This is an optimization exercise on Yosys and OpenROAD, whose aim is small area, not a production implementation. Only simulation tests tie the RTL to the original design; equivalence was not proved. Power and IR drop assume default switching activity.

## before
==> flow/design.v (excerpt) <==
module busDatapath #(
	parameter int regCount = 16
) (
	input logic clk,
	input logic arstN,
	input logic [23:0] outSel,
	input logic [regCount-1:0] regIn,
	input logic [5:0] spIn,
	input logic [31:0] inPortData,
	input logic [31:0] memData,
	input logic [31:0] cSignExtended,
	input logic [63:0] aluResult,
	output logic [31:0] busValue
);
==> flow/config.mk <==
export PLATFORM = sky130hd
export DESIGN_NAME = busDatapath
export DESIGN_NICKNAME = busDatapath
export VERILOG_FILES = /design/flow/design.v
export SDC_FILE = /design/flow/constraint.sdc
export NUM_CORES = 4
export LEC_CHECK = 0
export CAP_MARGIN = 20
export CORE_MARGIN = 2
export CORE_UTILIZATION = 40
export SETUP_SLACK_MARGIN = 0.05
export SLEW_MARGIN = 20
export SYNTH_HIERARCHICAL = 1
export SYNTH_MINIMUM_KEEP_SIZE = 0
==> flow/constraint.sdc <==
create_clock -name core_clock -period 5.5 [get_ports {clk}]
set_input_delay 1.1000 -clock core_clock [delete_from_list [all_inputs] [get_ports {clk}]]
set_output_delay 1.1000 -clock core_clock [all_outputs]
set_load 0.01 [all_outputs]
standard.sh (not shown) runs the stock make flow with config.mk's settings and CLKGATE_MAP_FILE= SYNTH_SCRIPT=/design/flow/synth_recipe.tcl, a recipe that flattens the netlist after the stock synthesis.
==> flow/flow/run.sh <==
#!/bin/bash
set -euo pipefail
export BUFFER_PORTS_ARGS="-buffer_cell sky130_fd_sc_hd__buf_1"
export CTS_ARGS="-sink_clustering_enable -repair_clock_nets -dont_use_dummy_load -buf_list {sky130_fd_sc_hd__clkbuf_4 sky130_fd_sc_hd__clkbuf_8}"
bash standard.sh "BUFFER_PORTS_ARGS=$BUFFER_PORTS_ARGS" "CTS_ARGS=$CTS_ARGS" finish > standard.log 2>&1
Per the final summary, before finished and its layout is clean on timing, DRC and antenna.
The following lists how after was set up differently from before:
- swapping 20 for 10 in CAP_MARGIN
- swapping 40 for 72 in CORE_UTILIZATION
- swapping 20 for 10 in SLEW_MARGIN
- putting GPL_TIMING_DRIVEN at 1 where nothing was set
==> flow/flow/run.sh <==
#!/bin/bash
set -euo pipefail
# The platform's don't-use cells plus the large buffers.
plat=$(make -s -C "$FLOW_HOME" DESIGN_CONFIG="$FLOW_CONFIG" WORK_HOME="$PWD/orfs" print-DONT_USE_CELLS | sed -n 's/^DONT_USE_CELLS: //p')
big=""
for c in buf_6 buf_8 buf_12 buf_16 bufbuf_8 bufbuf_16 bufinv_8 bufinv_16; do
  big="$big sky130_fd_sc_hd__$c"
done
echo "DONT_USE_CELLS=$plat$big" > dont_use.log
bash standard.sh "DONT_USE_CELLS=$plat$big" \
  "BUFFER_PORTS_ARGS=-buffer_cell sky130_fd_sc_hd__buf_1" \
  "CTS_ARGS=-sink_clustering_enable -repair_clock_nets -dont_use_dummy_load -buf_list {sky130_fd_sc_hd__clkbuf_4} -sink_clustering_size 10 -sink_clustering_max_diameter 40" \
  REMOVE_ABC_BUFFERS=1 finish > standard.log 2>&1
Findings:
before has a higher total power than after. What before reported for routed length on met2 has to be multiplied by 0.855 to get the figure for after. after vs. before: row count shrank by about 27%; synthesized area shrank by 2.4%; minimum setup slack in the final design now sits higher. Run comparison: after cell with the largest stage delay on the worst path sky130_fd_sc_hd__and4bb_2; before cell with the largest stage delay on the worst path sky130_fd_sc_hd__and2_2. Cmp after vs before: well tap count lower in after.

The RTL this note starts from:
==> flow/design.v <==
`timescale 1ns/100ps
`default_nettype none
package busPkg;
	typedef logic [31:0] busWord;
	typedef logic [63:0] aluWide;
	typedef logic [4:0] selCode;
	localparam int sourceCount = 24;
	localparam selCode selNone = 5'd31;
	typedef enum logic [4:0] {
		srcR0,
		srcR1,
		srcR2,
		srcR3,
		srcR4,
		srcR5,
		srcR6,
		srcR7,
		srcR8,
		srcR9,
		srcR10,
		srcR11,
		srcR12,
		srcR13,
		srcR14,
		srcR15,
		srcHi,
		srcLo,
		srcZHi,
		srcZLo,
		srcPc,
		srcMdr,
		srcInPort,
		srcC
	} busSource;
	typedef struct packed {
		logic cOut;
		logic inPortOut;
		logic mdrOut;
		logic pcOut;
		logic zLoOut;
		logic zHiOut;
		logic loOut;
		logic hiOut;
		logic r15Out;
		logic r14Out;
		logic r13Out;
		logic r12Out;
		logic r11Out;
		logic r10Out;
		logic r9Out;
		logic r8Out;
		logic r7Out;
		logic r6Out;
		logic r5Out;
		logic r4Out;
		logic r3Out;
		logic r2Out;
		logic r1Out;
		logic r0Out;
	} outStrobes;
	typedef struct packed {
		logic hiIn;
		logic loIn;
		logic zIn;
		logic pcIn;
		logic mdrIn;
		logic mdrRead;
	} specialIn;
	typedef struct packed {
		busWord hi;
		busWord lo;
		busWord zHi;
		busWord zLo;
		busWord pc;
		busWord mdr;
		busWord inPort;
	} specialWords;
endpackage
`default_nettype wire
`timescale 1ns/100ps
`default_nettype none
module busEncoder (
	input logic [23:0] outSel,
	output logic [23:0] grant
);
	logic [23:0] taken;
	always_comb begin
		taken[0] = 1'b0;
		for (int i = 1; i < 24; i++) begin
			taken[i] = taken[i-1] | outSel[i-1];
		end
	end
	assign grant = outSel & ~taken;
endmodule
`default_nettype wire
`timescale 1ns/100ps
`default_nettype none
module busAoi3 (
	input logic [2:0] sel,
	input logic [2:0][31:0] words,
	output logic [31:0] termN
);
	assign termN = ~((words[0] & {32{sel[0]}}) | (words[1] & {32{sel[1]}}) |
		(words[2] & {32{sel[2]}}));
endmodule
module busMultiplexer (
	input logic [23:0] grant,
	input logic [23:0][31:0] words,
	output logic [31:0] busValue
);
	logic [7:0][31:0] termN;
	for (genvar g = 0; g < 8; g++) begin : gTerm
		busAoi3 aoi (
			.sel(grant[3*g +: 3]),
			.words(words[3*g +: 3]),
			.termN(termN[g])
		);
	end
	always_comb begin
		busValue = '0;
		for (int g = 0; g < 8; g++) begin
			busValue = busValue | ~termN[g];
		end
	end
endmodule
`default_nettype wire
`timescale 1ns/100ps
`default_nettype none
module holdMux #(
	parameter int width = 32
) (
	input logic load,
	input logic keep,
	input logic [width-1:0] newValue,
	input logic [width-1:0] current,
	output logic [width-1:0] next
);
	assign next = (newValue & {width{load}}) | (current & {width{keep}});
endmodule
module registerFile #(
	parameter int regCount = 16
) (
	input logic [regCount-1:0] regIn,
	input logic [31:0] busValue,
	input logic [regCount-1:0][31:0] regWords,
	output logic [regCount-1:0][31:0] regNext
);
	for (genvar i = 0; i < regCount; i++) begin : gReg
		holdMux #(.width(32)) hold (
			.load(regIn[i]),
			.keep(~regIn[i]),
			.newValue(busValue),
			.current(regWords[i]),
			.next(regNext[i])
		);
	end
endmodule
`default_nettype wire
`timescale 1ns/100ps
`default_nettype none
module mdrMux (
	input logic [2:0] sel,
	input logic [31:0] memData,
	input logic [31:0] busValue,
	input logic [31:0] current,
	output logic [31:0] next
);
	assign next = (memData & {32{sel[0]}}) | (busValue & {32{sel[1]}}) |
		(current & {32{sel[2]}});
endmodule
module specialRegisters
(
	input busPkg::specialIn spIn,
	input busPkg::busWord busValue,
	input busPkg::busWord memData,
	input busPkg::aluWide aluResult,
	input busPkg::specialWords spWords,
	output busPkg::specialWords spNext
);
	logic [2:0] mdrSel;
	holdMux #(.width(32)) holdHi (
		.load(spIn.hiIn), .keep(~spIn.hiIn), .newValue(busValue), .current(spWords.hi),
		.next(spNext.hi));
	holdMux #(.width(32)) holdLo (
		.load(spIn.loIn), .keep(~spIn.loIn), .newValue(busValue), .current(spWords.lo),
		.next(spNext.lo));
	holdMux #(.width(32)) holdPc (
		.load(spIn.pcIn), .keep(~spIn.pcIn), .newValue(busValue), .current(spWords.pc),
		.next(spNext.pc));
	holdMux #(.width(64)) holdZ (
		.load(spIn.zIn), .keep(~spIn.zIn), .newValue(aluResult),
		.current({spWords.zHi, spWords.zLo}), .next({spNext.zHi, spNext.zLo}));
	assign mdrSel = {~spIn.mdrRead & ~spIn.mdrIn, ~spIn.mdrRead & spIn.mdrIn, spIn.mdrRead};
	mdrMux mdr (
		.sel(mdrSel), .memData(memData), .busValue(busValue), .current(spWords.mdr),
		.next(spNext.mdr));
	assign spNext.inPort = '0;
endmodule
`default_nettype wire
`timescale 1ns/100ps
`default_nettype none
module busDatapath #(
	parameter int regCount = 16
) (
	input logic clk,
	input logic arstN,
	input logic [23:0] outSel,
	input logic [regCount-1:0] regIn,
	input logic [5:0] spIn,
	input logic [31:0] inPortData,
	input logic [31:0] memData,
	input logic [31:0] cSignExtended,
	input logic [63:0] aluResult,
	output logic [31:0] busValue
);
	logic [23:0] grant;
	logic [regCount-1:0][31:0] regWords;
	logic [regCount-1:0][31:0] regNext;
	busPkg::specialWords spWords;
	busPkg::specialWords spNext;
	busEncoder encoder (
		.outSel(outSel),
		.grant(grant)
	);
	busMultiplexer mux (
		.grant(grant),
		.words({cSignExtended, spWords.inPort, spWords.mdr, spWords.pc,
			spWords.zLo, spWords.zHi, spWords.lo, spWords.hi, regWords}),
		.busValue(busValue)
	);
	registerFile #(
		.regCount(regCount)
	) regFile (
		.regIn(regIn),
		.busValue(busValue),
		.regWords(regWords),
		.regNext(regNext)
	);
	specialRegisters spRegs (
		.spIn(spIn),
		.busValue(busValue),
		.memData(memData),
		.aluResult(aluResult),
		.spWords(spWords),
		.spNext(spNext)
	);
	always_ff @(posedge clk or negedge arstN) begin
		if (!arstN) begin
			regWords <= '0;
			spWords <= '0;
		end else begin
			regWords <= regNext;
			spWords <= {spNext.hi, spNext.lo, spNext.zHi, spNext.zLo, spNext.pc, spNext.mdr,
				inPortData};
		end
	end
endmodule
`default_nettype wire
export LEC_CHECK = 0
export CAP_MARGIN = 10
export CORE_MARGIN = 2
export CORE_UTILIZATION = 80
export GPL_TIMING_DRIVEN = 1
export SETUP_SLACK_MARGIN = 0.05
export SLEW_MARGIN = 10
export SYNTH_HIERARCHICAL = 1
export SYNTH_MINIMUM_KEEP_SIZE = 0
create_clock -name core_clock -period 5.5 [get_ports {clk}]
==> flow/flow/run.sh <==
#!/bin/bash
set -euo pipefail
# The platform's don't-use cells plus the large buffers.
plat=$(make -s -C "$FLOW_HOME" DESIGN_CONFIG="$FLOW_CONFIG" WORK_HOME="$PWD/orfs" print-DONT_USE_CELLS | sed -n 's/^DONT_USE_CELLS: //p')
big=""
for c in buf_6 buf_8 buf_12 buf_16 bufbuf_8 bufbuf_16 bufinv_8 bufinv_16; do
  big="$big sky130_fd_sc_hd__$c"
done
echo "DONT_USE_CELLS=$plat$big" > dont_use.log
bash standard.sh "DONT_USE_CELLS=$plat$big" \
  "BUFFER_PORTS_ARGS=-buffer_cell sky130_fd_sc_hd__buf_1" \
  "CTS_ARGS=-sink_clustering_enable -repair_clock_nets -dont_use_dummy_load -buf_list {sky130_fd_sc_hd__clkbuf_4} -sink_clustering_size 10 -sink_clustering_max_diameter 40" \
  REMOVE_ABC_BUFFERS=1 finish > standard.log 2>&1
Edit:
--- a/flow/config.mk
+++ b/flow/config.mk
@@ -8,5 +8,5 @@
 export CAP_MARGIN = 10
 export CORE_MARGIN = 2
-export CORE_UTILIZATION = 80
+export CORE_UTILIZATION = 60
 export GPL_TIMING_DRIVEN = 1
 export SETUP_SLACK_MARGIN = 0.05
Outcome:
- The changed run produced a clean layout
- setup slack is worse by 0.088 ns
- non-clock buffer count rose by 9
- flip-flop and latch count is unchanged
- hold slack is worse by 0.052 ns
- critical path depth rose by 1
- power rose slightly
- clock power rose by a few percent
- area after synthesis does not change
Edit:
==> flow/run.sh (new file) <==
#!/bin/bash
# synth_recipe.tcl (not shown) runs the flow's synth.tcl, then flattens the netlist and writes it again
# the make line also repeats each setting of config.mk as NAME=value (left out here)
make -C /OpenROAD-flow-scripts/flow DESIGN_CONFIG=/design/flow/config.mk WORK_HOME=/design/flow/orfs CLKGATE_MAP_FILE= SYNTH_SCRIPT=/design/flow/synth_recipe.tcl finish
==> flow/config.mk (replaced) <==
export PLATFORM = sky130hd
export DESIGN_NAME = busDatapath
export DESIGN_NICKNAME = busDatapath
export VERILOG_FILES = /design/flow/design.v
export SDC_FILE = /design/flow/constraint.sdc
export NUM_CORES = 4
export LEC_CHECK = 0
export CAP_MARGIN = 20
export CORE_MARGIN = 2
export CORE_UTILIZATION = 40
export SETUP_SLACK_MARGIN = 0.2
export SLEW_MARGIN = 20
export SYNTH_HIERARCHICAL = 1
export SYNTH_MINIMUM_KEEP_SIZE = 0
removed: flow/flow/run.sh
removed: flow/standard.sh
=>
- The changed run completed with no timing, DRC or antenna violations
- power climbs by 36%
- synthesized area rises by 2.4%
- wire length rose by 12%
Edit:
==> flow/flow/run.sh (new file) <==
#!/bin/bash
set -euo pipefail
here=$(pwd)
# The platform's don't-use cells plus the large buffers.
plat=$(make -s -C "$FLOW_HOME" DESIGN_CONFIG="$FLOW_CONFIG" WORK_HOME="$here/orfs" print-DONT_USE_CELLS | sed -n 's/^DONT_USE_CELLS: //p')
big=""
for c in buf_6 buf_8 buf_12 buf_16 bufbuf_8 bufbuf_16 bufinv_8 bufinv_16; do
  big="$big sky130_fd_sc_hd__$c"
done
echo "DONT_USE_CELLS=$plat$big" > dont_use.log
export MY_ABC_SCRIPT="$here/flow/area.abc"
bash standard.sh "DONT_USE_CELLS=$plat$big" \
  "SYNTH_SCRIPT=$here/flow/synth.tcl" \
  "BUFFER_PORTS_ARGS=-buffer_cell sky130_fd_sc_hd__buf_1" \
  "CTS_ARGS=-sink_clustering_enable -repair_clock_nets -dont_use_dummy_load -buf_list {sky130_fd_sc_hd__clkbuf_4} -sink_clustering_size 10 -sink_clustering_max_diameter 40" \
  REMOVE_ABC_BUFFERS=1 "MY_ABC_SCRIPT=$MY_ABC_SCRIPT" finish > standard.log 2>&1
==> flow/flow/area.abc (new file) <==
strash
&get -n
&st
&dch
&nf
&put
topo
stime -c
==> flow/flow/synth.tcl (new file) <==
proc synth {args} { yosys synth -nofsm -noshare {*}$args }
# ORFS's synthesis with its ABC call given our own ABC script.
set f [open $::env(SCRIPTS_DIR)/synth.tcl]
set txt [read $f]
close $f
set old {log_cmd abc {*}$abc_args}
if { [string first $old $txt] < 0 } { error "ABC call not found in synth.tcl" }
set txt [string map [list $old "log_cmd abc -script $::env(MY_ABC_SCRIPT) {*}\[lrange \$abc_args 2 end\]"] $txt]
eval $txt
# left out here: clear keep_hierarchy, flatten, clean up, hide names made inside functions, write 1_2_yosys.v
==> flow/standard.sh (new file) <==
#!/bin/bash
# synth_recipe.tcl (not shown) runs the flow's synth.tcl, then flattens the netlist and writes it again
# the make line also repeats each setting of config.mk as NAME=value (left out here)
make -C /OpenROAD-flow-scripts/flow DESIGN_CONFIG=/design/flow/config.mk WORK_HOME=/design/flow/orfs CLKGATE_MAP_FILE= SYNTH_SCRIPT=/design/flow/synth_recipe.tcl "${@:-finish}"
--- a/flow/config.mk
+++ b/flow/config.mk
@@ -6,9 +6,10 @@
 export NUM_CORES = 4
 export LEC_CHECK = 0
-export CAP_MARGIN = 20
+export CAP_MARGIN = 10
 export CORE_MARGIN = 2
-export CORE_UTILIZATION = 40
-export SETUP_SLACK_MARGIN = 0.2
-export SLEW_MARGIN = 20
+export CORE_UTILIZATION = 60
+export GPL_TIMING_DRIVEN = 1
+export SETUP_SLACK_MARGIN = 0.05
+export SLEW_MARGIN = 10
 export SYNTH_HIERARCHICAL = 1
 export SYNTH_MINIMUM_KEEP_SIZE = 0
removed: flow/run.sh
What happened:
- The new run produced a layout that fails on negative setup slack
- register-to-register slack degrades by 0.18 ns
- wire length is lower by 12%
- cell area decreases by 12%
- cell count decreases by 11%
- clock power falls by 53%
- power fell by 26%
- combinational power decreases by 19%
- synthesized area goes down by 7.6%

-- afterwards: timing with drivers on the ports --
How much do the figures lean on ideal ports? The routed layouts below were timed once more, with nothing changed but the port constraints. Step 1 (the two cells are an assumption about what drives the block):
set clk [get_ports {clk}]
set_driving_cell -lib_cell sky130_fd_sc_hd__clkbuf_16 $clk
set_driving_cell -lib_cell sky130_fd_sc_hd__buf_2 [delete_from_list [all_inputs] $clk]
Step 2 times the ports against the registers' clock, not the clock port: input delays grow and output delays shrink by t, the midpoint of the rising clock arrivals with the driver on. Slacks: no drivers / after step 1 / after step 2; pairs: no drivers / after step 1.
run	t, ns	slack for setup (ns)	pins driven straight from the clock port
before	0.760	0.150 / 0.131 / 0.131	1
after	0.903	0.539 / 0.516 / 0.516	1
the first run of note 2	0.871	0.416 / 0.386 / 0.386	1
the second run of note 2	0.936	0.328 / 0.304 / 0.304	1
the third run of note 2	0.706	0.220 / 0.195 / 0.195	1
the fourth run of note 2	0.926	-0.878 / -0.900 / -0.900	1
The setup slack of the first run of note 2, which loses most, moves by -0.030 ns with the drivers and by -0.030 ns with both steps.
